What follows belongs to an exercise in optimizing a design on an open flow for small area; a production flow would make more cautious choices. Only simulation tests tie the RTL to the original design; equivalence was not proved. The flow treats the clock pin as an ideal source, which a real chip does not have. Power figures rest on the tool's default switching activity, not on a simulated workload.

===== flow/downsize.tcl =====
# Swap every combinational cell that synthesis gave a drive strength above 1
# for the same cell at strength 1; the placement repair sizes up again
# whatever then needs it.
read_lef $::env(PLATFORM_DIR)/lef/sky130_fd_sc_hd.tlef
read_lef $::env(PLATFORM_DIR)/lef/sky130_fd_sc_hd_merged.lef
read_db $::env(ODB)
set db [ord::get_db]
set n 0
foreach inst [[ord::get_db_block] getInsts] {
  set m [[$inst getMaster] getName]
  if {[regexp {^(sky130_fd_sc_hd__[a-z0-9]+)_([0-9]+)$} $m -> base drive]} {
    if {$drive > 1 && ![string match "*df*" $base] && ![string match "*buf*" $base] && ![string match "*conb*" $base]} {
      set small [$db findMaster ${base}_1]
      if {$small != "NULL"} {
        $inst swapMaster $small
        incr n
      }
    }
  }
}
puts "downsized $n instances"
write_db $::env(ODB)

===== flow/run.sh =====
#!/bin/bash
# Standard ORFS layout with these changes: combinational cells come out of
# synthesis at drive strength 1 and the steps after synthesis may not use
# cells of drive strength 4 or more (other than clock buffers), ports are
# buffered with the smallest buffer, and CTS uses small clock buffers in
# clusters of at most 10 sinks, without dummy loads. Synthesis itself is the
# standard one.
set -euo pipefail
CTS="-sink_clustering_enable -repair_clock_nets -buf_list sky130_fd_sc_hd__clkbuf_4 -root_buf sky130_fd_sc_hd__clkbuf_8 -dont_use_dummy_load -sink_clustering_size 10 -sink_clustering_max_diameter 40"
PLATFORM_DONT_USE=" sky130_fd_sc_hd__probe_p_8 sky130_fd_sc_hd__probec_p_8 sky130_fd_sc_hd__lpflow_bleeder_1 sky130_fd_sc_hd__lpflow_clkbufkapwr_1 sky130_fd_sc_hd__lpflow_clkbufkapwr_16 sky130_fd_sc_hd__lpflow_clkbufkapwr_2 sky130_fd_sc_hd__lpflow_clkbufkapwr_4 sky130_fd_sc_hd__lpflow_clkbufkapwr_8 sky130_fd_sc_hd__lpflow_clkinvkapwr_1 sky130_fd_sc_hd__lpflow_clkinvkapwr_16 sky130_fd_sc_hd__lpflow_clkinvkapwr_2 sky130_fd_sc_hd__lpflow_clkinvkapwr_4 sky130_fd_sc_hd__lpflow_clkinvkapwr_8 sky130_fd_sc_hd__lpflow_decapkapwr_12 sky130_fd_sc_hd__lpflow_decapkapwr_3 sky130_fd_sc_hd__lpflow_decapkapwr_4 sky130_fd_sc_hd__lpflow_decapkapwr_6 sky130_fd_sc_hd__lpflow_decapkapwr_8 sky130_fd_sc_hd__lpflow_inputiso0n_1 sky130_fd_sc_hd__lpflow_inputiso0p_1 sky130_fd_sc_hd__lpflow_inputiso1n_1 sky130_fd_sc_hd__lpflow_inputiso1p_1 sky130_fd_sc_hd__lpflow_inputisolatch_1 sky130_fd_sc_hd__lpflow_isobufsrc_1 sky130_fd_sc_hd__lpflow_isobufsrc_16 sky130_fd_sc_hd__lpflow_isobufsrc_2 sky130_fd_sc_hd__lpflow_isobufsrc_4 sky130_fd_sc_hd__lpflow_isobufsrc_8 sky130_fd_sc_hd__lpflow_isobufsrckapwr_16 sky130_fd_sc_hd__lpflow_lsbuf_lh_hl_isowell_tap_1 sky130_fd_sc_hd__lpflow_lsbuf_lh_hl_isowell_tap_2 sky130_fd_sc_hd__lpflow_lsbuf_lh_hl_isowell_tap_4 sky130_fd_sc_hd__lpflow_lsbuf_lh_isowell_4 sky130_fd_sc_hd__lpflow_lsbuf_lh_isowell_tap_1 sky130_fd_sc_hd__lpflow_lsbuf_lh_isowell_tap_2 sky130_fd_sc_hd__lpflow_lsbuf_lh_isowell_tap_4 "
BIG_CELLS="sky130_fd_sc_hd__a2111o_4 sky130_fd_sc_hd__a2111oi_4 sky130_fd_sc_hd__a211o_4 sky130_fd_sc_hd__a211oi_4 sky130_fd_sc_hd__a21bo_4 sky130_fd_sc_hd__a21boi_4 sky130_fd_sc_hd__a21o_4 sky130_fd_sc_hd__a21oi_4 sky130_fd_sc_hd__a221o_4 sky130_fd_sc_hd__a221oi_4 sky130_fd_sc_hd__a22o_4 sky130_fd_sc_hd__a22oi_4 sky130_fd_sc_hd__a2bb2o_4 sky130_fd_sc_hd__a2bb2oi_4 sky130_fd_sc_hd__a311o_4 sky130_fd_sc_hd__a311oi_4 sky130_fd_sc_hd__a31o_4 sky130_fd_sc_hd__a31oi_4 sky130_fd_sc_hd__a32o_4 sky130_fd_sc_hd__a32oi_4 sky130_fd_sc_hd__a41o_4 sky130_fd_sc_hd__a41oi_4 sky130_fd_sc_hd__and2_4 sky130_fd_sc_hd__and2b_4 sky130_fd_sc_hd__and3_4 sky130_fd_sc_hd__and3b_4 sky130_fd_sc_hd__and4_4 sky130_fd_sc_hd__and4b_4 sky130_fd_sc_hd__and4bb_4 sky130_fd_sc_hd__buf_12 sky130_fd_sc_hd__buf_16 sky130_fd_sc_hd__buf_4 sky130_fd_sc_hd__buf_6 sky130_fd_sc_hd__buf_8 sky130_fd_sc_hd__bufbuf_16 sky130_fd_sc_hd__bufbuf_8 sky130_fd_sc_hd__bufinv_16 sky130_fd_sc_hd__bufinv_8 sky130_fd_sc_hd__ebufn_4 sky130_fd_sc_hd__ebufn_8 sky130_fd_sc_hd__einvn_4 sky130_fd_sc_hd__einvn_8 sky130_fd_sc_hd__einvp_4 sky130_fd_sc_hd__einvp_8 sky130_fd_sc_hd__fa_4 sky130_fd_sc_hd__ha_4 sky130_fd_sc_hd__inv_12 sky130_fd_sc_hd__inv_16 sky130_fd_sc_hd__inv_4 sky130_fd_sc_hd__inv_6 sky130_fd_sc_hd__inv_8 sky130_fd_sc_hd__maj3_4 sky130_fd_sc_hd__mux2_4 sky130_fd_sc_hd__mux2_8 sky130_fd_sc_hd__mux2i_4 sky130_fd_sc_hd__mux4_4 sky130_fd_sc_hd__nand2_4 sky130_fd_sc_hd__nand2_8 sky130_fd_sc_hd__nand2b_4 sky130_fd_sc_hd__nand3_4 sky130_fd_sc_hd__nand3b_4 sky130_fd_sc_hd__nand4_4 sky130_fd_sc_hd__nand4b_4 sky130_fd_sc_hd__nand4bb_4 sky130_fd_sc_hd__nor2_4 sky130_fd_sc_hd__nor2_8 sky130_fd_sc_hd__nor2b_4 sky130_fd_sc_hd__nor3_4 sky130_fd_sc_hd__nor3b_4 sky130_fd_sc_hd__nor4_4 sky130_fd_sc_hd__nor4b_4 sky130_fd_sc_hd__nor4bb_4 sky130_fd_sc_hd__o2111a_4 sky130_fd_sc_hd__o2111ai_4 sky130_fd_sc_hd__o211a_4 sky130_fd_sc_hd__o211ai_4 sky130_fd_sc_hd__o21a_4 sky130_fd_sc_hd__o21ai_4 sky130_fd_sc_hd__o21ba_4 sky130_fd_sc_hd__o21bai_4 sky130_fd_sc_hd__o221a_4 sky130_fd_sc_hd__o221ai_4 sky130_fd_sc_hd__o22a_4 sky130_fd_sc_hd__o22ai_4 sky130_fd_sc_hd__o2bb2a_4 sky130_fd_sc_hd__o2bb2ai_4 sky130_fd_sc_hd__o311a_4 sky130_fd_sc_hd__o311ai_4 sky130_fd_sc_hd__o31a_4 sky130_fd_sc_hd__o31ai_4 sky130_fd_sc_hd__o32a_4 sky130_fd_sc_hd__o32ai_4 sky130_fd_sc_hd__o41a_4 sky130_fd_sc_hd__o41ai_4 sky130_fd_sc_hd__or2_4 sky130_fd_sc_hd__or2b_4 sky130_fd_sc_hd__or3_4 sky130_fd_sc_hd__or3b_4 sky130_fd_sc_hd__or4_4 sky130_fd_sc_hd__or4b_4 sky130_fd_sc_hd__or4bb_4 sky130_fd_sc_hd__xnor2_4 sky130_fd_sc_hd__xnor3_4 sky130_fd_sc_hd__xor2_4 sky130_fd_sc_hd__xor3_4 "
ARGS=("BUFFER_PORTS_ARGS=-buffer_cell sky130_fd_sc_hd__buf_1" "CTS_ARGS=$CTS")
bash standard.sh "${ARGS[@]}" synth > orfs_synth.log 2>&1
RES=orfs/results/sky130hd/prbs_link_tester/base
PLATFORM_DIR=$FLOW_HOME/platforms/sky130hd ODB=$RES/1_synth.odb \
  openroad -no_init -exit flow/downsize.tcl > downsize.log 2>&1
bash standard.sh "${ARGS[@]}" "DONT_USE_CELLS=$PLATFORM_DONT_USE $BIG_CELLS" finish > orfs_make.log 2>&1

===== standard.sh =====
#!/bin/bash
# synth_recipe.tcl (not shown) runs the flow's synth.tcl, then flattens the netlist and writes it again
# the make line also repeats each setting of config.mk as NAME=value (left out here)
make -C /OpenROAD-flow-scripts/flow DESIGN_CONFIG=/design/flow/config.mk WORK_HOME=/design/flow/orfs CLKGATE_MAP_FILE= SYNTH_SCRIPT=/design/flow/synth_recipe.tcl "${@:-finish}"

===== constraint.sdc =====
create_clock -name core_clock -period 4.0 [get_ports {clock_async}]
set_input_delay 0.8000 -clock core_clock [delete_from_list [all_inputs] [get_ports {clock_async}]]
set_output_delay 0.8000 -clock core_clock [all_outputs]
set_load 0.01 [all_outputs]

===== config.mk =====
export PLATFORM = sky130hd
export DESIGN_NAME = prbs_link_tester
export DESIGN_NICKNAME = prbs_link_tester
export VERILOG_FILES = /design/flow/design.v
export SDC_FILE = /design/flow/constraint.sdc
export NUM_CORES = 4
export LEC_CHECK = 0
export CAP_MARGIN = 20
export CORE_MARGIN = 2
export CORE_UTILIZATION = 65
export PLACE_DENSITY = 0.75
export SLEW_MARGIN = 20
export SYNTH_HIERARCHICAL = 1

===== design.v =====
package link_test_pkg;
   localparam int frame_bits   = 64;
   localparam int payload_bits = 48;
   localparam int k_bits       = 8;  
   localparam logic [15:0]           comma_word   = 16'h50bc;
   localparam logic [frame_bits-1:0] start_word   = {8{8'hfc}};
   localparam logic [frame_bits-1:0] bonding_word = {8'hdc, 8'hfb, 8'hfe, 8'h1c, 32'h9999_9999};
   localparam logic [k_bits-1:0]     start_k      = 8'hff;
   localparam logic [k_bits-1:0]     bonding_k    = 8'hf0;  
   localparam logic [k_bits-1:0]     payload_k    = 8'h01;  
   localparam logic [71:0] start_frame   = {start_word, start_k};
   localparam logic [71:0] bonding_frame = {bonding_word, bonding_k};
   localparam int restart_period = 100;  
   localparam int period_bits    = $clog2(restart_period + 1);
   localparam logic [payload_bits-1:0] prbs_seed = payload_bits'(1);
   localparam logic [payload_bits-1:0] prbs_p2   = payload_bits'(4);  
   localparam int err_count_bits  = 32;
   localparam int good_count_bits = 42;
   function automatic logic [payload_bits-1:0] prbs_step(input logic [payload_bits-1:0] s);
      prbs_step = {s[46:0], s[47] ^ s[46] ^ s[20] ^ s[19]};
   endfunction
endpackage
`timescale 1ns/100ps
module prbs_gen (
   input  logic                                   clock_async,
   input  logic                                   restart,
   output logic [link_test_pkg::payload_bits-1:0] state
);
   always_ff @(posedge clock_async) begin
      if (restart)
         state <= link_test_pkg::prbs_seed;
      else
         state <= link_test_pkg::prbs_step(state);
   end
endmodule
`timescale 1ns/100ps
module tx_framer (
   input  logic         clock_async,
   input  logic         reset,
   input  logic         err_pulse,
   output logic [71:0]  frame
);
   localparam logic [47:0] mk_pl = link_test_pkg::start_frame[71:24];
   localparam logic [47:0] bd_pl = link_test_pkg::bonding_frame[71:24];
   logic [47:0] payload;
   logic        after_reset;  
   logic        err;
   logic        at_last, at_mk, at_bd;
   assign at_last = after_reset | (payload[40] & payload[6]);
   assign at_mk   = payload[13] & payload[2];
   assign at_bd   = payload[19] & payload[8];
   always_ff @(posedge clock_async) begin
      after_reset <= reset;
      if (at_last)
         payload <= mk_pl;
      else if (at_mk)
         payload <= bd_pl;
      else if (at_bd)
         payload <= link_test_pkg::prbs_p2;
      else
         payload <= link_test_pkg::prbs_step(payload);
      err <= err_pulse & ~at_last & ~at_mk;
   end
   always_comb begin
      if (at_mk) begin
         frame[23:0] = link_test_pkg::start_frame[23:0];
      end else if (at_bd) begin
         frame[23:0] = link_test_pkg::bonding_frame[23:0];
      end else begin
         frame[23:8] = link_test_pkg::comma_word;
         frame[7:0]  = link_test_pkg::payload_k;
      end
      frame[71:24] = payload ^ {47'd0, err};
   end
endmodule
`timescale 1ns/100ps
module lane_checker (
   input  logic         clock_async,
   input  logic         reset,
   input  logic         clear_counts,
   input  logic [71:0]  rx_frame,
   output logic [74:0]  status
);
   logic        start_detect;
   logic        bonding_detect;
   logic        waiting_for_start;
   logic        waiting_for_bonding;
   logic        ready;
   logic [47:0] prbs_state;
   logic [47:0] prbs_next;
   logic        differs;      
   logic        cmp_error;    
   logic        link_error;
   assign start_detect   = (rx_frame == link_test_pkg::start_frame);
   assign bonding_detect = (rx_frame == link_test_pkg::bonding_frame);
   localparam logic [47:0] prbs_pol = {24{2'b10}};
   logic [47:0] prbs_q;
   always_ff @(posedge clock_async) begin
      if (start_detect)
         prbs_q <= link_test_pkg::prbs_seed ^ prbs_pol;
      else
         prbs_q <= link_test_pkg::prbs_step(prbs_state) ^ prbs_pol;
   end
   assign prbs_state = prbs_q ^ prbs_pol;
   assign prbs_next = link_test_pkg::prbs_step(prbs_state);
   assign differs   = (rx_frame[71:8] != {prbs_next, link_test_pkg::comma_word});
   always_ff @(posedge clock_async) begin
      if (reset) begin
         waiting_for_start   <= 1'b1;
         waiting_for_bonding <= 1'b1;
         ready               <= 1'b0;
      end else begin
         if (start_detect)
            waiting_for_start <= 1'b0;
         if (bonding_detect && !waiting_for_start)
            waiting_for_bonding <= 1'b0;
         if (bonding_detect && !waiting_for_bonding)
            ready <= 1'b1;
      end
   end
   always_ff @(posedge clock_async) begin
      cmp_error  <= ready & differs & ~start_detect & ~bonding_detect;
      link_error <= cmp_error;
   end
   lane_counters i_counters (
      .clock_async (clock_async),
      .clr         (clear_counts | ~ready),
      .link_error  (link_error),
      .error_count (status[73:42]),
      .good_count  (status[41:0])
   );
   assign status[74] = ready;
endmodule
module lane_counters (
   input  logic        clock_async,
   input  logic        clr,
   input  logic        link_error,
   output logic [31:0] error_count,
   output logic [41:0] good_count
);
   logic [31:0] e_d;
   logic [41:0] g_d;
   logic [7:0]  e_all;    
   logic [10:0] g_all;
   logic [8:0]  e_c;      
   logic [11:0] g_c;
   logic        cnt_maxed;
   for (genvar b = 0; b < 8; b++) begin : g_eall
      cnt_and #(.N(4)) u (.a(error_count[4*b +: 4]), .y(e_all[b]));
   end
   for (genvar b = 0; b < 10; b++) begin : g_gall
      cnt_and #(.N(4)) u (.a(good_count[4*b +: 4]), .y(g_all[b]));
   end
   cnt_and #(.N(2)) u_gall_top (.a(good_count[41:40]), .y(g_all[10]));
   assign cnt_maxed = (&e_all) | (&g_all);
   assign e_c[0]    = ~cnt_maxed & link_error;
   assign g_c[0]    = ~cnt_maxed & ~link_error;
   for (genvar b = 0; b < 8; b++) begin : g_eblk
      cnt_blk #(.W(4)) u (.q(error_count[4*b +: 4]), .cin(e_c[b]), .clr(clr), .d(e_d[4*b +: 4]));
      cnt_and #(.N(2)) u_c (.a({e_c[b], e_all[b]}), .y(e_c[b+1]));
   end
   for (genvar b = 0; b < 10; b++) begin : g_gblk
      cnt_blk #(.W(4)) u (.q(good_count[4*b +: 4]), .cin(g_c[b]), .clr(clr), .d(g_d[4*b +: 4]));
      cnt_and #(.N(2)) u_c (.a({g_c[b], g_all[b]}), .y(g_c[b+1]));
   end
   cnt_blk #(.W(2)) u_gblk_top (.q(good_count[41:40]), .cin(g_c[10]), .clr(clr), .d(g_d[41:40]));
   assign g_c[11] = 1'b0;  
   always_ff @(posedge clock_async) begin
      error_count <= e_d;
      good_count  <= g_d;
   end
endmodule
module cnt_blk #(parameter int W = 4) (
   input  logic [W-1:0] q,
   input  logic         cin,
   input  logic         clr,
   output logic [W-1:0] d
);
   logic [W-1:0] cn;  
   cnt_bit u_b0 (.q(q[0]), .c(cin), .clr(clr), .d(d[0]));
   for (genvar i = 1; i < W; i++) begin : g_bit
      cnt_nand #(.N(i+1)) u_n (.a({cin, q[i-1:0]}), .y(cn[i]));
      cnt_bitn u_b (.q(q[i]), .cn(cn[i]), .clr(clr), .d(d[i]));
   end
   assign cn[0] = ~cin;
endmodule
module cnt_bit (input logic q, input logic c, input logic clr, output logic d);
   assign d = ~clr & (q ^ c);
endmodule
module cnt_bitn (input logic q, input logic cn, input logic clr, output logic d);
   assign d = ~clr & ~(q ^ cn);
endmodule
module cnt_and #(parameter int N = 2) (input logic [N-1:0] a, output logic y);
   assign y = &a;
endmodule
module cnt_nand #(parameter int N = 2) (input logic [N-1:0] a, output logic y);
   assign y = ~&a;
endmodule
`timescale 1ns/100ps
module tester_controls (
   input  logic clock_async,
   input  logic reset,
   input  logic inj_err,
   input  logic cnt_clear,
   output logic err_pulse,
   output logic clear_counts
);
   logic [1:0] inj_sr;  
   always_ff @(posedge clock_async) begin
      inj_sr       <= {inj_sr[0], inj_err & ~reset};
      err_pulse    <= inj_sr[0] & ~inj_sr[1];  
      clear_counts <= cnt_clear;               
   end
endmodule
`timescale 1ns/100ps
module prbs_link_tester (
   input  logic                        clock_async,
   input  logic                        reset,
   input  logic                        inj_err,
   input  logic                        cnt_clear,
   output logic [71:0]                 tx_frame0,
   output logic [71:0]                 tx_frame1,
   input  logic [71:0]                 rx_frame0,
   input  logic [71:0]                 rx_frame1,
   output logic [74:0]                 status0,
   output logic [74:0]                 status1
);
   logic        err_pulse;
   logic        clear_counts;
   logic [71:0] tx_frame;
   tester_controls i_controls (
      .clock_async  (clock_async),
      .reset        (reset),
      .inj_err      (inj_err),
      .cnt_clear    (cnt_clear),
      .err_pulse    (err_pulse),
      .clear_counts (clear_counts)
   );
   tx_framer i_framer (
      .clock_async (clock_async),
      .reset       (reset),
      .err_pulse   (err_pulse),
      .frame       (tx_frame)
   );
   assign tx_frame0 = tx_frame;
   assign tx_frame1 = tx_frame;
   lane_checker i_lane0 (
      .clock_async  (clock_async),
      .reset        (reset),
      .clear_counts (clear_counts),
      .rx_frame     (rx_frame0),
      .status       (status0)
   );
   lane_checker i_lane1 (
      .clock_async  (clock_async),
      .reset        (reset),
      .clear_counts (clear_counts),
      .rx_frame     (rx_frame1),
      .status       (status1)
   );
endmodule

==> flow_summary.yaml, run 1 <==
timing:
  finalCritPeriodShare: 0.934
  max_slew_margin: 0.340
  fin_setup_tns_ns: 0
  fin_crit_ns: 3.74
  timing.final.hold_violations: 0
  fin_skew_ns: 0.0517
  setup_viol: 0
  rsz0062_at_grt: "false"
  fmax_ghz: 0.268
  slew_viol_final: 0
  worst_slew_pin_slew_ns: 0.990
floorplanning:
  dieArea_sq_um: 21100
  core-area_sq_um: 19500
  pin_count: 442
  die_h_microns: 145
  fp.dieW_microns: 145
  initial_core_util: 0.663
  rows: 51
placement:
  place.gp.congestion: 0.943
  io_buffers: 429
  hpwl_microns: 26000
  placed_area_sq_um: 13800
critical_path:
  critPathKind: "flop to flop"
  required_ns: 4.38
  crit_arrival_ns: 4.12
  endpoint_kind: "flop"
  worstPathMaxFanout: 6
  startpoint_type: "flop"
clocking:
  clock_latency_ns: 0.54
  cts_inserted_buffers: 40
  root_buffer: "clkbuf_8"
  htreeDepth: 2
  clk_path_buf_depth: 3
  cts_hold_buf: 0
  cts_sinks: 308
  clkTransAtPathRegs_ns: 0.10
  tritoncts: "built"
global_route:
  grt_max_degree: 49
  grt.total_usage: 0.305
  antenna_found_initial: 0
  gr-total-overflow: 0
  grt_pass1_vias: 9946
  grt_pass1_wl_microns: 52100
finish:
  drive_above_1_share: 0.0321
  nets: 1864
  antenna_cells: 0
  fin_area_sq_um: 14200
  fillers: 1613
  seq_area_sq_um: 6170
  multiInputGateArea_sq_um: 5660
  area_growth_pct: 9.67
yosys:
  synth_area_sq_um: 12900
  syn_area_per_cell_sq_um: 9.37
  ys_warn_count: 10
  netlist_instances: 1381
status:
  status: "no timing/DRC/antenna violations"
min_path:
  hold_path.class: "flop to flop"
detailed_routing:
  ant_nets: 0
  vias_per_cell: 5.35
  first_pass_iters: 5
  num_vias: 10583
  routedWlPerCell_microns: 16.7
  drc: 0
  drt_iter0_drc: 567
  routed_wl_microns: 33100
pwr:
  ir_drop_uv: 230
  p_leak_nw: 4.77
  powerDensity_nw_per_um2: 434
job:
  maxCapViolCount: 0
==> routing by layer <==
layer  vias to the layer above  global-route usage  routed length [microns]
met5                         -                   0                        0
met4                         0               0.127                     1410
met2                       431               0.549                    16600
li1                       5150                   -                        -
met3                        91              0.0566                     2070
met1                      4911               0.357                    13000
==> cell type report <==
class                   count  share of cell area
well taps                 265              0.0234
inverters                   5             0.00132
flip-flops and latches    308               0.434
multi-input cells         913               0.399
repair buffers            448               0.119
clock buffers              40              0.0234
==> critical path: stages, from the launching register on <==
cell,delay (ns)
dfxtp_1,0.43
and4_1,0.27
nand4_1,0.11
nor3_1,0.39
nor3_2,0.15
and2_2,0.24
and2_2,0.22
and2_1,0.19
and2_2,0.22
and2_1,0.15
and2_1,0.19
and2_1,0.16
and2_1,0.20
and2_2,0.23
and2_1,0.17
nand2_1,0.07
xor2_1,0.14
nor2_1,0.05
==> sequential cells by signal, summed over array words and instances, names as in the netlist, 2 cells and up <==
signal / flops
i_lane0.i_counters.error_count: 32
i_lane1.i_counters.error_count: 32
i_controls.inj_sr: 2
i_lane1.prbs_q: 48
i_framer.payload: 48
i_lane0.prbs_q: 48
i_lane0.i_counters.good_count: 42
i_lane1.i_counters.good_count: 42
==> report_power, final <==
group | total (mW) | switching, mW | leakage, nW | internal (mW)
clock | 1.48 | 0.953 | 0.197 | 0.522
combinational | 1.27 | 0.860 | 2.07 | 0.411
sequential | 3.42 | 0.173 | 2.50 | 3.24
total | 6.16 | 1.99 | 4.77 | 4.18
==> per-stage QoR <==
| step | hold slack (ns) | total power, mW | setup WS, ns | cells | util |
|---|---|---|---|---|---|
| after global routing | 0.333 | 6.44 | 0.0114 | 1979 | 0.727 |
| after CTS | 0.328 | 6.21 | 0.0266 | 1978 | 0.726 |
| after floorplan | 0.310 | 4.83 | 0.347 | 1385 | - |
| final | 0.331 | 6.16 | 0.265 | 1979 | 0.727 |
| after detailed placement | 0.332 | 4.76 | 0.0518 | 1938 | 0.709 |
| after global placement | 0.329 | 4.75 | 0.244 | 1938 | 0.709 |
==> layout by cell type (no fill, tap or decap), types with 11 or more instances in the layout <==
| master | count |
|---|---|
| nor4_1 | 34 |
| nand4_1 | 70 |
| buf_1 | 445 |
| a21o_1 | 27 |
| and3_1 | 12 |
| xnor2_1 | 92 |
| and4_1 | 36 |
| a21oi_1 | 11 |
| xor2_1 | 159 |
| and2_1 | 27 |
| clkbuf_4 | 35 |
| nor2_1 | 204 |
| nor3_1 | 11 |
| nand3_1 | 42 |
| nand2_1 | 127 |
| dfxtp_1 | 308 |
==> what timing repair did <==
action	CTS	global route
setup endpoints to repair	0	11
setup buffers	0	1
gates resized for setup	0	10
==> path summary, 6_finish.rpt <==
path | from | end | slack [ns] | depth (start not counted)
worst min-delay path | i_lane0.cmp_error$_DFF_P_ | i_lane0.link_error$_DFF_P_ | 0.33 | 0
worst max-delay path | i_lane0.i_counters.good_count[28]$_DFF_P_ | i_lane0.i_counters.good_count[41]$_DFF_P_ | 0.26 | 17
worst min register to register | i_lane0.cmp_error$_DFF_P_ | i_lane0.link_error$_DFF_P_ | 0.33 | 0
worst max register to register | i_lane0.i_counters.good_count[28]$_DFF_P_ | i_lane0.i_counters.good_count[41]$_DFF_P_ | 0.26 | 17
==> run 2, diff against run 1 <==
==> flow/run.sh (replaced) <==
#!/bin/bash
# Standard ORFS layout with these changes: combinational cells come out of
# synthesis at drive strength 1 and the steps after synthesis may not use
# cells of drive strength 4 or more (other than clock buffers), ports are
# buffered with the smallest buffer, and CTS uses small clock buffers
# without dummy loads, with the cluster size and diameter picked from a few
# candidates as the ones giving the least clock buffer area while the
# estimated flip-flop clock-pin slew stays at most 110 ps. Synthesis itself
# is the standard one.
set -euo pipefail
PLATFORM_DONT_USE=" sky130_fd_sc_hd__probe_p_8 sky130_fd_sc_hd__probec_p_8 sky130_fd_sc_hd__lpflow_bleeder_1 sky130_fd_sc_hd__lpflow_clkbufkapwr_1 sky130_fd_sc_hd__lpflow_clkbufkapwr_16 sky130_fd_sc_hd__lpflow_clkbufkapwr_2 sky130_fd_sc_hd__lpflow_clkbufkapwr_4 sky130_fd_sc_hd__lpflow_clkbufkapwr_8 sky130_fd_sc_hd__lpflow_clkinvkapwr_1 sky130_fd_sc_hd__lpflow_clkinvkapwr_16 sky130_fd_sc_hd__lpflow_clkinvkapwr_2 sky130_fd_sc_hd__lpflow_clkinvkapwr_4 sky130_fd_sc_hd__lpflow_clkinvkapwr_8 sky130_fd_sc_hd__lpflow_decapkapwr_12 sky130_fd_sc_hd__lpflow_decapkapwr_3 sky130_fd_sc_hd__lpflow_decapkapwr_4 sky130_fd_sc_hd__lpflow_decapkapwr_6 sky130_fd_sc_hd__lpflow_decapkapwr_8 sky130_fd_sc_hd__lpflow_inputiso0n_1 sky130_fd_sc_hd__lpflow_inputiso0p_1 sky130_fd_sc_hd__lpflow_inputiso1n_1 sky130_fd_sc_hd__lpflow_inputiso1p_1 sky130_fd_sc_hd__lpflow_inputisolatch_1 sky130_fd_sc_hd__lpflow_isobufsrc_1 sky130_fd_sc_hd__lpflow_isobufsrc_16 sky130_fd_sc_hd__lpflow_isobufsrc_2 sky130_fd_sc_hd__lpflow_isobufsrc_4 sky130_fd_sc_hd__lpflow_isobufsrc_8 sky130_fd_sc_hd__lpflow_isobufsrckapwr_16 sky130_fd_sc_hd__lpflow_lsbuf_lh_hl_isowell_tap_1 sky130_fd_sc_hd__lpflow_lsbuf_lh_hl_isowell_tap_2 sky130_fd_sc_hd__lpflow_lsbuf_lh_hl_isowell_tap_4 sky130_fd_sc_hd__lpflow_lsbuf_lh_isowell_4 sky130_fd_sc_hd__lpflow_lsbuf_lh_isowell_tap_1 sky130_fd_sc_hd__lpflow_lsbuf_lh_isowell_tap_2 sky130_fd_sc_hd__lpflow_lsbuf_lh_isowell_tap_4 "
BIG_CELLS="sky130_fd_sc_hd__a2111o_4 sky130_fd_sc_hd__a2111oi_4 sky130_fd_sc_hd__a211o_4 sky130_fd_sc_hd__a211oi_4 sky130_fd_sc_hd__a21bo_4 sky130_fd_sc_hd__a21boi_4 sky130_fd_sc_hd__a21o_4 sky130_fd_sc_hd__a21oi_4 sky130_fd_sc_hd__a221o_4 sky130_fd_sc_hd__a221oi_4 sky130_fd_sc_hd__a22o_4 sky130_fd_sc_hd__a22oi_4 sky130_fd_sc_hd__a2bb2o_4 sky130_fd_sc_hd__a2bb2oi_4 sky130_fd_sc_hd__a311o_4 sky130_fd_sc_hd__a311oi_4 sky130_fd_sc_hd__a31o_4 sky130_fd_sc_hd__a31oi_4 sky130_fd_sc_hd__a32o_4 sky130_fd_sc_hd__a32oi_4 sky130_fd_sc_hd__a41o_4 sky130_fd_sc_hd__a41oi_4 sky130_fd_sc_hd__and2_4 sky130_fd_sc_hd__and2b_4 sky130_fd_sc_hd__and3_4 sky130_fd_sc_hd__and3b_4 sky130_fd_sc_hd__and4_4 sky130_fd_sc_hd__and4b_4 sky130_fd_sc_hd__and4bb_4 sky130_fd_sc_hd__buf_12 sky130_fd_sc_hd__buf_16 sky130_fd_sc_hd__buf_4 sky130_fd_sc_hd__buf_6 sky130_fd_sc_hd__buf_8 sky130_fd_sc_hd__bufbuf_16 sky130_fd_sc_hd__bufbuf_8 sky130_fd_sc_hd__bufinv_16 sky130_fd_sc_hd__bufinv_8 sky130_fd_sc_hd__ebufn_4 sky130_fd_sc_hd__ebufn_8 sky130_fd_sc_hd__einvn_4 sky130_fd_sc_hd__einvn_8 sky130_fd_sc_hd__einvp_4 sky130_fd_sc_hd__einvp_8 sky130_fd_sc_hd__fa_4 sky130_fd_sc_hd__ha_4 sky130_fd_sc_hd__inv_12 sky130_fd_sc_hd__inv_16 sky130_fd_sc_hd__inv_4 sky130_fd_sc_hd__inv_6 sky130_fd_sc_hd__inv_8 sky130_fd_sc_hd__maj3_4 sky130_fd_sc_hd__mux2_4 sky130_fd_sc_hd__mux2_8 sky130_fd_sc_hd__mux2i_4 sky130_fd_sc_hd__mux4_4 sky130_fd_sc_hd__nand2_4 sky130_fd_sc_hd__nand2_8 sky130_fd_sc_hd__nand2b_4 sky130_fd_sc_hd__nand3_4 sky130_fd_sc_hd__nand3b_4 sky130_fd_sc_hd__nand4_4 sky130_fd_sc_hd__nand4b_4 sky130_fd_sc_hd__nand4bb_4 sky130_fd_sc_hd__nor2_4 sky130_fd_sc_hd__nor2_8 sky130_fd_sc_hd__nor2b_4 sky130_fd_sc_hd__nor3_4 sky130_fd_sc_hd__nor3b_4 sky130_fd_sc_hd__nor4_4 sky130_fd_sc_hd__nor4b_4 sky130_fd_sc_hd__nor4bb_4 sky130_fd_sc_hd__o2111a_4 sky130_fd_sc_hd__o2111ai_4 sky130_fd_sc_hd__o211a_4 sky130_fd_sc_hd__o211ai_4 sky130_fd_sc_hd__o21a_4 sky130_fd_sc_hd__o21ai_4 sky130_fd_sc_hd__o21ba_4 sky130_fd_sc_hd__o21bai_4 sky130_fd_sc_hd__o221a_4 sky130_fd_sc_hd__o221ai_4 sky130_fd_sc_hd__o22a_4 sky130_fd_sc_hd__o22ai_4 sky130_fd_sc_hd__o2bb2a_4 sky130_fd_sc_hd__o2bb2ai_4 sky130_fd_sc_hd__o311a_4 sky130_fd_sc_hd__o311ai_4 sky130_fd_sc_hd__o31a_4 sky130_fd_sc_hd__o31ai_4 sky130_fd_sc_hd__o32a_4 sky130_fd_sc_hd__o32ai_4 sky130_fd_sc_hd__o41a_4 sky130_fd_sc_hd__o41ai_4 sky130_fd_sc_hd__or2_4 sky130_fd_sc_hd__or2b_4 sky130_fd_sc_hd__or3_4 sky130_fd_sc_hd__or3b_4 sky130_fd_sc_hd__or4_4 sky130_fd_sc_hd__or4b_4 sky130_fd_sc_hd__or4bb_4 sky130_fd_sc_hd__xnor2_4 sky130_fd_sc_hd__xnor3_4 sky130_fd_sc_hd__xor2_4 sky130_fd_sc_hd__xor3_4 "
BASE="-sink_clustering_enable -repair_clock_nets -buf_list sky130_fd_sc_hd__clkbuf_4 -dont_use_dummy_load"
CTS="$BASE -root_buf sky130_fd_sc_hd__clkbuf_8 -sink_clustering_size 10 -sink_clustering_max_diameter 40"
ARGS=("BUFFER_PORTS_ARGS=-buffer_cell sky130_fd_sc_hd__buf_1" "DONT_USE_CELLS=$PLATFORM_DONT_USE $BIG_CELLS")
export PLATFORM_DIR=$FLOW_HOME/platforms/sky130hd
RES=orfs/results/sky130hd/prbs_link_tester/base

bash standard.sh "BUFFER_PORTS_ARGS=-buffer_cell sky130_fd_sc_hd__buf_1" synth > orfs_synth.log 2>&1
ODB=$RES/1_synth.odb openroad -no_init -exit flow/downsize.tcl > downsize.log 2>&1
bash standard.sh "${ARGS[@]}" "CTS_ARGS=$CTS" place > orfs_place.log 2>&1

# pick the CTS arguments
best_area=1e9
: > cts_try.log
for sd in "10 40" "10 45" "10 50" "10 55" "11 45" "11 50" "11 55" "12 50" "12 55" "12 60"; do
  set -- $sd
  try="$BASE -root_buf sky130_fd_sc_hd__clkbuf_4 -sink_clustering_size $1 -sink_clustering_max_diameter $2"
  out=$(TRY_ARGS="$try" ODB=$RES/3_place.odb SDC=$RES/3_place.sdc \
    openroad -no_init -exit flow/cts_try.tcl 2>&1 | tee -a cts_try.log | grep '^CTS_TRY' || true)
  echo "$sd: $out" >> cts_try.log
  set -- $out
  if [[ $# -eq 3 ]] && awk -v a="$2" -v s="$3" -v b="$best_area" 'BEGIN { exit !(s <= 110 && a < b) }'; then
    best_area=$2
    CTS="$try"
  fi
done
echo "chosen: $CTS" >> cts_try.log

bash standard.sh "${ARGS[@]}" "CTS_ARGS=$CTS" finish > orfs_make.log 2>&1
==> flow/cts_try.tcl (new file) <==
# Try one set of CTS arguments on the placed design; print the clock buffer
# area and the worst flip-flop clock-pin slew (placement parasitics).
read_lef $::env(PLATFORM_DIR)/lef/sky130_fd_sc_hd.tlef
read_lef $::env(PLATFORM_DIR)/lef/sky130_fd_sc_hd_merged.lef
read_liberty $::env(PLATFORM_DIR)/lib/sky130_fd_sc_hd__tt_025C_1v80.lib
read_db $::env(ODB)
read_sdc $::env(SDC)
source $::env(PLATFORM_DIR)/setRC.tcl
eval clock_tree_synthesis $::env(TRY_ARGS)
set_propagated_clock [all_clocks]
estimate_parasitics -placement
set area 0
foreach inst [[ord::get_db_block] getInsts] {
  set m [$inst getMaster]
  if {[string match "*clkbuf*" [$m getName]]} {
    set area [expr {$area + [$m getWidth] * [$m getHeight] / 1e6}]
  }
}
set worst 0
foreach pin [all_registers -clock_pins -edge_triggered] {
  foreach edge {rise fall} {
    foreach an {min max} {
      set s [expr {[sta::time_ui_sta [get_property $pin slew_${an}_$edge]] * 1e12}]
      if {$s > $worst} { set worst $s }
    }
  }
}
puts "CTS_TRY $area $worst"
--- a/config.mk
+++ b/config.mk
@@ -7,7 +7,7 @@
 export LEC_CHECK = 0
 export CAP_MARGIN = 20
 export CORE_MARGIN = 2
-export CORE_UTILIZATION = 65
-export PLACE_DENSITY = 0.75
+export CORE_UTILIZATION = 55
+export PLACE_DENSITY = 0.65
 export SLEW_MARGIN = 20
 export SYNTH_HIERARCHICAL = 1
==> flow_summary.yaml, run 2 <==
detailed_routing:
  drt_iter0_drc: 574
  first_pass_iters: 5
  num_vias: 10406
  routed_wl_microns: 33900
  drc: 0
  ant_nets: 0
  routedWlPerCell_microns: 16.7
  vias_per_cell: 5.12
floorplanning:
  fp.dieW_microns: 157
  dieArea_sq_um: 24800
  pin_count: 442
  initial_core_util: 0.556
  die_h_microns: 157
  rows: 56
  core-area_sq_um: 23300
global_route:
  grt_pass1_vias: 9723
  grt_pass1_wl_microns: 50900
  grt_max_degree: 50
  grt.total_usage: 0.262
  antenna_found_initial: 1
  gr-total-overflow: 0
timing:
  max_slew_margin: 0.343
  slew_viol_final: 0
  finalCritPeriodShare: 0.897
  setup_viol: 0
  fin_skew_ns: 0.0550
  rsz0062_at_grt: "false"
  timing.final.hold_violations: 0
  worst_slew_pin_slew_ns: 0.986
  fin_setup_tns_ns: 0
  setup_ws_ns: 0.412
  fin_crit_ns: 3.59
  fmax_ghz: 0.279
yosys:
  syn_area_per_cell_sq_um: 9.37
  netlist_instances: 1381
  ys_warn_count: 10
  synth_area_sq_um: 12900
pwr:
  switchingPower_mw: 1.99
  power.total_mw: 6.09
  powerDensity_nw_per_um2: 428
  pwr-share-comb: 0.208
  swShare: 0.327
  p_int_mw: 4.09
  ir_drop_uv: 250
  p_leak_nw: 4.74
  p_seq_frac: 0.562
  clock_power_share: 0.230
placement:
  dp_slack_ns: 0.288
  placed_area_sq_um: 13900
  io_buffers: 429
  place.gp.congestion: 0.931
  hpwl_microns: 26400
min_path:
  hold_path.class: "primary input to flop"
finish:
  drive_above_1_share: 0.0263
  area_growth_pct: 9.77
  nets: 1862
  fin_area_sq_um: 14200
  final_common_cell: "buf_1"
  final_cell_mix: "445 x buf_1, 308 x dfxtp_1, 204 x nor2_1"
  largest_registers: "i_framer.payload x48, i_lane0.prbs_q x48, i_lane1.prbs_q x48"
job:
  maxCapViolCount: 0
critical_path:
  startpoint_type: "flop"
  r2r_slack_ns: 0.41
  endpoint_kind: "flop"
  crit_arrival_ns: 4.07
  worstPathMaxFanout: 6
  required_ns: 4.49
  critPathKind: "flop to flop"
clocking:
  clkTransAtPathRegs_ns: 0.11
  cts_sinks: 308
  cts_inserted_buffers: 38
  clock_latency_ns: 0.64
  cts_hold_buf: 0
  tritoncts: "built"
status:
  status: "no timing/DRC/antenna violations"
run 2: per-stage QoR:
step	utilization	hold WS, ns	cells
after CTS	0.610	0.245	2030
after floorplan	-	0.310	1385
after global routing	0.611	0.231	2032
after detailed placement	0.598	0.332	1992
final	0.611	0.301	2032
after global placement	0.598	0.332	1992
run 2: layer usage:
layer	up-vias	track usage	wire [microns]
met5	-	0	0
met4	0	0.0978	1090
met3	68	0.0559	2340
met2	382	0.470	17000
met1	4824	0.307	13500
li1	5132	-	-
run 2: layout make-up:
class                           count  area [sq um]
Inverter                            5          18.8
Tap cell                          319           399
Clock buffer                       38           285
Multi-Input combinational cell    913          5650
Antenna cell                        1          2.50
Fill cell                        2200          9060
Timing Repair Buffer              448          1690
Sequential cell                   308          6170
run 2: path summary, 6_finish.rpt:
path / startpoint / end / depth (start not counted)
min: cnt_clear / i_controls.clear_counts$_DFF_P_ / 1
max: i_lane1.i_counters.error_count[0]$_DFF_P_ / i_lane1.i_counters.good_count[41]$_DFF_P_ / 17
max reg2reg: i_lane1.i_counters.error_count[0]$_DFF_P_ / i_lane1.i_counters.good_count[41]$_DFF_P_ / 17
min reg2reg: i_controls.inj_sr[0]$_DFF_P_ / i_controls.inj_sr[1]$_DFF_P_ / 0
run 2: timing repair:
| item | 4_1_cts | 5_1_grt |
|---|---|---|
| resized for setup | 0 | 2 |
| endpoints found under the setup margin | 0 | 10 |
| setup buffers | 0 | 1 |
run 2: power groups by stage:
| stage | clock, mW | sequential, mW | combinational [mW] |
|---|---|---|---|
| finish | 1.40 | 3.42 | 1.27 |
| CTS | 1.46 | 3.42 | 1.28 |
| detailed placement | 0 | 3.49 | 1.28 |
| floorplan | 0 | 3.39 | 1.43 |
| global route | 1.58 | 3.44 | 1.42 |
| global placement | 0 | 3.50 | 1.27 |
run 2: worst max-delay path, cell delays in order (launching register included):
cell and delay (ns):
dfxtp_1 0.37, and4_1 0.22, nand4_1 0.12, nor2_1 0.09, nor3_1 0.17, and2_1 0.25, and2_1 0.24, and2_1 0.27
and2_1 0.26, and2_1 0.25, and2_2 0.24, and2_1 0.15, and2_1 0.14, and2_1 0.22, and2_1 0.20, nand2_1 0.07
xor2_1 0.14, nor2_1 0.05
==> run 3, diff against run 2 <==
--- a/config.mk
+++ b/config.mk
@@ -7,7 +7,7 @@
 export LEC_CHECK = 0
 export CAP_MARGIN = 20
 export CORE_MARGIN = 2
-export CORE_UTILIZATION = 55
-export PLACE_DENSITY = 0.65
+export CORE_UTILIZATION = 75
+export PLACE_DENSITY = 0.85
 export SLEW_MARGIN = 20
 export SYNTH_HIERARCHICAL = 1
==> flow_summary.yaml, run 3 <==
critical_path:
  worst-path-stages: 17
  worstPathMaxFanout: 6
  r2r_end: "i_lane0.i_counters.good_count[41]$_DFF_P_"
  path_buf_inv: 0
  endpoint_kind: "flop"
  cpMostUsedCell: "and2_1"
  crit_arrival_ns: 4.22
  cpLargestDelayFamily: "simple AND/OR/NAND/NOR gates"
  startpoint_type: "flop"
  critPathKind: "flop to flop"
  crit_end: "i_lane0.i_counters.good_count[41]$_DFF_P_"
  crit_start: "i_lane0.i_counters.good_count[16]$_DFF_P_"
  r2r_cells: 17
  timing.rr.start: "i_lane0.i_counters.good_count[16]$_DFF_P_"
  required_ns: 4.51
  r2r_slack_ns: 0.29
  slowest_delay_ns: 0.46
  worstPathCellList: "and4_1 > nand4_1 > nor3_1 > nor3_2 > and2_2 > and2_1 > and2_1 > and2_2 > and2_1 > and2_1 > and2_1 > and2_1 > and2_1 > and2_1 > nand2_1 > xor2_1 > nor2_1"
  cp_slowest_cell: "dfxtp_1"
global_route:
  grt_pass1_vias: 10176
  grt_pass1_wl_microns: 51800
  grt_max_degree: 47
  grt.total_usage: 0.361
  gr-total-overflow: 0
  antenna_found_initial: 1
timing:
  timing.final.hold_violations: 0
  fin_crit_ns: 3.71
  max_slew_margin: 0.358
  worst_slew_pin_slew_ns: 0.963
  fmax_ghz: 0.270
  setup_viol: 0
  slew_viol_final: 0
  rsz0062_at_grt: "false"
  finalCritPeriodShare: 0.927
  fin_skew_ns: 0.0369
  fin_setup_tns_ns: 0
finish:
  area_growth_pct: 8.70
  drive_above_1_share: 0.0275
  final_cell_mix: "442 x buf_1, 308 x dfxtp_1, 204 x nor2_1"
  final_common_cell: "buf_1"
  largest_registers: "i_framer.payload x48, i_lane0.prbs_q x48, i_lane1.prbs_q x48"
  nets: 1857
clocking:
  tritoncts: "built"
  cts_sinks: 308
  cts_inserted_buffers: 36
  clkTransAtPathRegs_ns: 0.11
  clock_latency_ns: 0.64
floorplanning:
  rows: 48
  initial_core_util: 0.759
  die_h_microns: 135
  dieArea_sq_um: 18300
  core-area_sq_um: 17100
  pin_count: 442
  fp.dieW_microns: 135
pwr:
  p_leak_nw: 4.73
  ir_drop_uv: 447
  power.total_mw: 6.09
  powerDensity_nw_per_um2: 433
yosys:
  ys_warn_count: 10
  synth_area_sq_um: 12900
  syn_area_per_cell_sq_um: 9.37
  netlist_instances: 1381
detailed_routing:
  routedWlPerCell_microns: 17.7
  vias_per_cell: 5.65
  drc: 0
  routed_wl_microns: 34200
  ant_nets: 0
  num_vias: 10922
  drt_iter0_drc: 732
  first_pass_iters: 7
status:
  status: "no timing/DRC/antenna violations"
job:
  maxCapViolCount: 0
min_path:
  hold_path.class: "flop to flop"
placement:
  io_buffers: 429
  place.gp.congestion: 0.992
  hpwl_microns: 26500
-- run 3: cell type report --
cell class                      instances  area, sq um
Antenna cell                            1         2.50
Clock buffer                           36          270
Fill cell                            1147         2990
Inverter                                5         18.8
Multi-Input combinational cell        913         5650
Sequential cell                       308         6170
Tap cell                              225          282
Timing Repair Buffer                  445         1670
-- run 3: metrics by stage --
stage / utilization / area, sq um / worst slack (ns) / hold WS [ns] / cells
after floorplan: - / 13000 / 0.347 / 0.310 / 1385
after detailed placement: 0.808 / 13800 / 0.104 / 0.312 / 1895
final: 0.825 / 14100 / 0.292 / 0.339 / 1933
after global placement: 0.808 / 13800 / 0.299 / 0.312 / 1895
after CTS: 0.824 / 14000 / 0.0739 / 0.318 / 1931
after global routing: 0.825 / 14100 / 0.00797 / 0.324 / 1933
-- run 3: where the power goes --
group	switching, mW	internal (mW)	total, mW
clock	0.952	0.418	1.37
combinational	0.882	0.411	1.29
sequential	0.187	3.24	3.43
total	2.02	4.07	6.09
-- run 3: repair_timing --
action                                  in CTS  in global routing
endpoints found under the setup margin       0                 14
gates resized for setup                      0                  6
hold buffers                                 0                  0
buffers inserted                             0                  1
endpoints found under the hold margin        0                  0
-- run 3: worst register-to-register path, stage by stage (launching register included) --
cell	delay (ns)
dfxtp_1	0.46
and4_1	0.26
nand4_1	0.09
nor3_1	0.37
nor3_2	0.12
and2_2	0.23
and2_1	0.20
and2_1	0.22
and2_2	0.23
and2_1	0.20
and2_1	0.22
and2_1	0.17
and2_1	0.14
and2_1	0.18
and2_1	0.18
nand2_1	0.09
xor2_1	0.17
nor2_1	0.06
-- run 3: how the worst min path moves through the flow --
stage                               from  slack, ns  cells past startpoint                            to
2_1_floorplan  i_lane0.cmp_error$_DFF_P_       0.31                      0    i_lane0.link_error$_DFF_P_
3_3_place_gp   i_lane1.cmp_error$_DFF_P_       0.31                      0    i_lane1.link_error$_DFF_P_
3_5_place_dp   i_lane1.cmp_error$_DFF_P_       0.31                      0    i_lane1.link_error$_DFF_P_
4_1_cts                          inj_err       0.32                      2  i_controls.inj_sr[0]$_DFF_P_
5_1_grt                          inj_err       0.32                      2  i_controls.inj_sr[0]$_DFF_P_
6_report       i_lane0.cmp_error$_DFF_P_       0.34                      0    i_lane0.link_error$_DFF_P_
-- run 3: per-layer routing --
metal / global-route usage / part of all wire / vias up
met2: 0.629 / 0.49 / 509
met1: 0.423 / 0.37 / 5159
met5: 0 / 0 / -
met3: 0.0662 / 0.074 / 125
li1: - / - / 5129
met4: 0.193 / 0.059 / 0
==> run 4, diff against run 3 <==
--- a/config.mk
+++ b/config.mk
@@ -7,7 +7,7 @@
 export LEC_CHECK = 0
 export CAP_MARGIN = 20
 export CORE_MARGIN = 2
-export CORE_UTILIZATION = 75
-export PLACE_DENSITY = 0.85
+export CORE_UTILIZATION = 65
+export PLACE_DENSITY = 0.75
 export SLEW_MARGIN = 20
 export SYNTH_HIERARCHICAL = 1
==> flow_summary.yaml, run 4 <==
detailed_routing:
  routed_wl_microns: 33000
  routedWlPerCell_microns: 16.7
  vias_per_cell: 5.34
  num_vias: 10558
  first_pass_iters: 5
  drc: 0
  drt_iter0_drc: 520
  ant_nets: 0
critical_path:
  startpoint_type: "flop"
  slowest_delay_ns: 0.43
  worstPathMaxFanout: 6
  endpoint_kind: "flop"
  required_ns: 4.47
  critPathKind: "flop to flop"
  r2r_slack_ns: 0.27
  cp_slowest_cell: "dfxtp_1"
  worstPathCellList: "and4_1 > nand4_1 > nor3_1 > nor3_2 > and2_2 > and2_2 > and2_1 > and2_2 > and2_1 > and2_1 > and2_1 > and2_1 > and2_2 > and2_1 > nand2_1 > xor2_1 > nor2_1"
  cpMostUsedCell: "and2_1"
  crit_arrival_ns: 4.20
yosys:
  ys_warn_count: 10
  synth_area_sq_um: 12900
  syn_area_per_cell_sq_um: 9.37
  netlist_instances: 1381
clocking:
  cts_sinks: 308
  clkTransAtPathRegs_ns: 0.10
  clock_latency_ns: 0.64
  tritoncts: "built"
  cts_inserted_buffers: 38
  cts_hold_buf: 0
timing:
  finalCritPeriodShare: 0.931
  slew_viol_final: 0
  setup_ws_ns: 0.275
  fin_setup_tns_ns: 0
  max_slew_margin: 0.346
  fmax_ghz: 0.268
  fin_crit_ns: 3.73
  worst_slew_pin_slew_ns: 0.981
  timing.final.hold_violations: 0
  fin_skew_ns: 0.0502
  setup_viol: 0
  rsz0062_at_grt: "false"
pwr:
  powerDensity_nw_per_um2: 429
  ir_drop_uv: 264
  p_leak_nw: 4.75
finish:
  fillers: 1609
  final_common_cell: "buf_1"
  largest_registers: "i_framer.payload x48, i_lane0.prbs_q x48, i_lane1.prbs_q x48"
  final_cell_mix: "445 x buf_1, 308 x dfxtp_1, 204 x nor2_1"
  nets: 1862
  drive_above_1_share: 0.0310
  multiInputGateArea_sq_um: 5660
  seq_area_sq_um: 6170
  area_growth_pct: 9.33
floorplanning:
  dieArea_sq_um: 21100
  core-area_sq_um: 19500
  rows: 51
  pin_count: 442
  die_h_microns: 145
  initial_core_util: 0.663
  fp.dieW_microns: 145
placement:
  hpwl_microns: 26000
  place.gp.congestion: 0.943
  dp_slack_ns: 0.0518
  io_buffers: 429
global_route:
  grt_pass1_wl_microns: 52000
  grt_pass1_vias: 9941
  gr-total-overflow: 0
  grt.total_usage: 0.304
  antenna_found_initial: 1
  grt_max_degree: 49
min_path:
  hold_path.class: "flop to flop"
status:
  status: "no timing/DRC/antenna violations"
job:
  maxCapViolCount: 0
==> run 4: critical path: cells and delay by family, from the launching register on <==
family / cells / cell delay, ns
and+or+nand+nor: 16 / 3.00
DFF: 1 / 0.43
xor gates and xnor gates: 1 / 0.14
==> run 4: per-stage QoR <==
step | cells | area (sq um) | power [mW] | hold slack, ns | utilization
3_3_place_gp | 1938 | 13800 | 4.75 | 0.329 | 0.709
5_1_grt | 1978 | 14100 | 6.34 | 0.327 | 0.725
3_5_place_dp | 1938 | 13800 | 4.76 | 0.332 | 0.709
2_1_floorplan | 1385 | 13000 | 4.83 | 0.310 | -
4_1_cts | 1976 | 14100 | 6.11 | 0.332 | 0.723
6_report | 1978 | 14100 | 6.07 | 0.338 | 0.725
==> run 4: layer usage <==
metal | vias up | wire length [microns] | track usage
li1 | 5148 | - | -
met1 | 4898 | 12900 | 0.354
met2 | 411 | 16500 | 0.547
met3 | 101 | 2120 | 0.0557
met4 | 0 | 1520 | 0.134
met5 | - | 0 | 0
==> run 4: what timing repair did <==
item,CTS,global route
hold endpoints to repair,0,0
buffers inserted,0,1
resized for setup,0,10
endpoints found under the setup margin,0,11
==> run 4: cell type report <==
class / instances / area share
flip-flops and latches: 308 / 0.436
multi-input cells: 913 / 0.400
repair buffers: 448 / 0.119
well taps: 265 / 0.0234
clock buffers: 38 / 0.0202
inverters: 5 / 0.00133
diodes: 1 / 0.000177
==> run 4: worst paths after layout <==
kind	cells after the start	endpoint	from
setup reg to reg	17	i_lane0.i_counters.good_count[41]$_DFF_P_	i_lane0.i_counters.good_count[28]$_DFF_P_
hold / removal	0	i_lane1.link_error$_DFF_P_	i_lane1.cmp_error$_DFF_P_
setup / recovery	17	i_lane0.i_counters.good_count[41]$_DFF_P_	i_lane0.i_counters.good_count[28]$_DFF_P_
hold reg to reg	0	i_lane1.link_error$_DFF_P_	i_lane1.cmp_error$_DFF_P_
==> run 4: power by group <==
group          total (mW)  internal [mW]  leakage (nW)  switching (mW)
clock                1.38          0.441         0.175           0.935
sequential           3.42           3.24          2.50           0.175
combinational        1.27          0.411          2.07           0.862

==> static timing again, ports no longer ideal <==
Ports are ideal in the flow. The routed layouts listed here were re-timed in OpenROAD.
Step 1 sets driving cells, clkbuf_16 on the clock port and buf_2 on the other inputs (assumed; they add their load-dependent delay and slew).
Step 2 also shifts input and output timing later by t, the mid clock arrival at the registers, as if the neighbouring blocks saw the same clock.
a / b / c = ideal / step 1 / step 2; a / b = the first two.
run	shift t [ns]	setup slack, ns	pins driven straight from the clock port
run 1	0.559	0.265 / 0.265 / 0.265	1
run 2	0.654	0.412 / 0.412 / 0.412	1
run 3	0.668	0.292 / 0.292 / 0.292	1
run 4	0.656	0.275 / 0.275 / 0.275	1
After both steps every run listed still meets setup and hold.
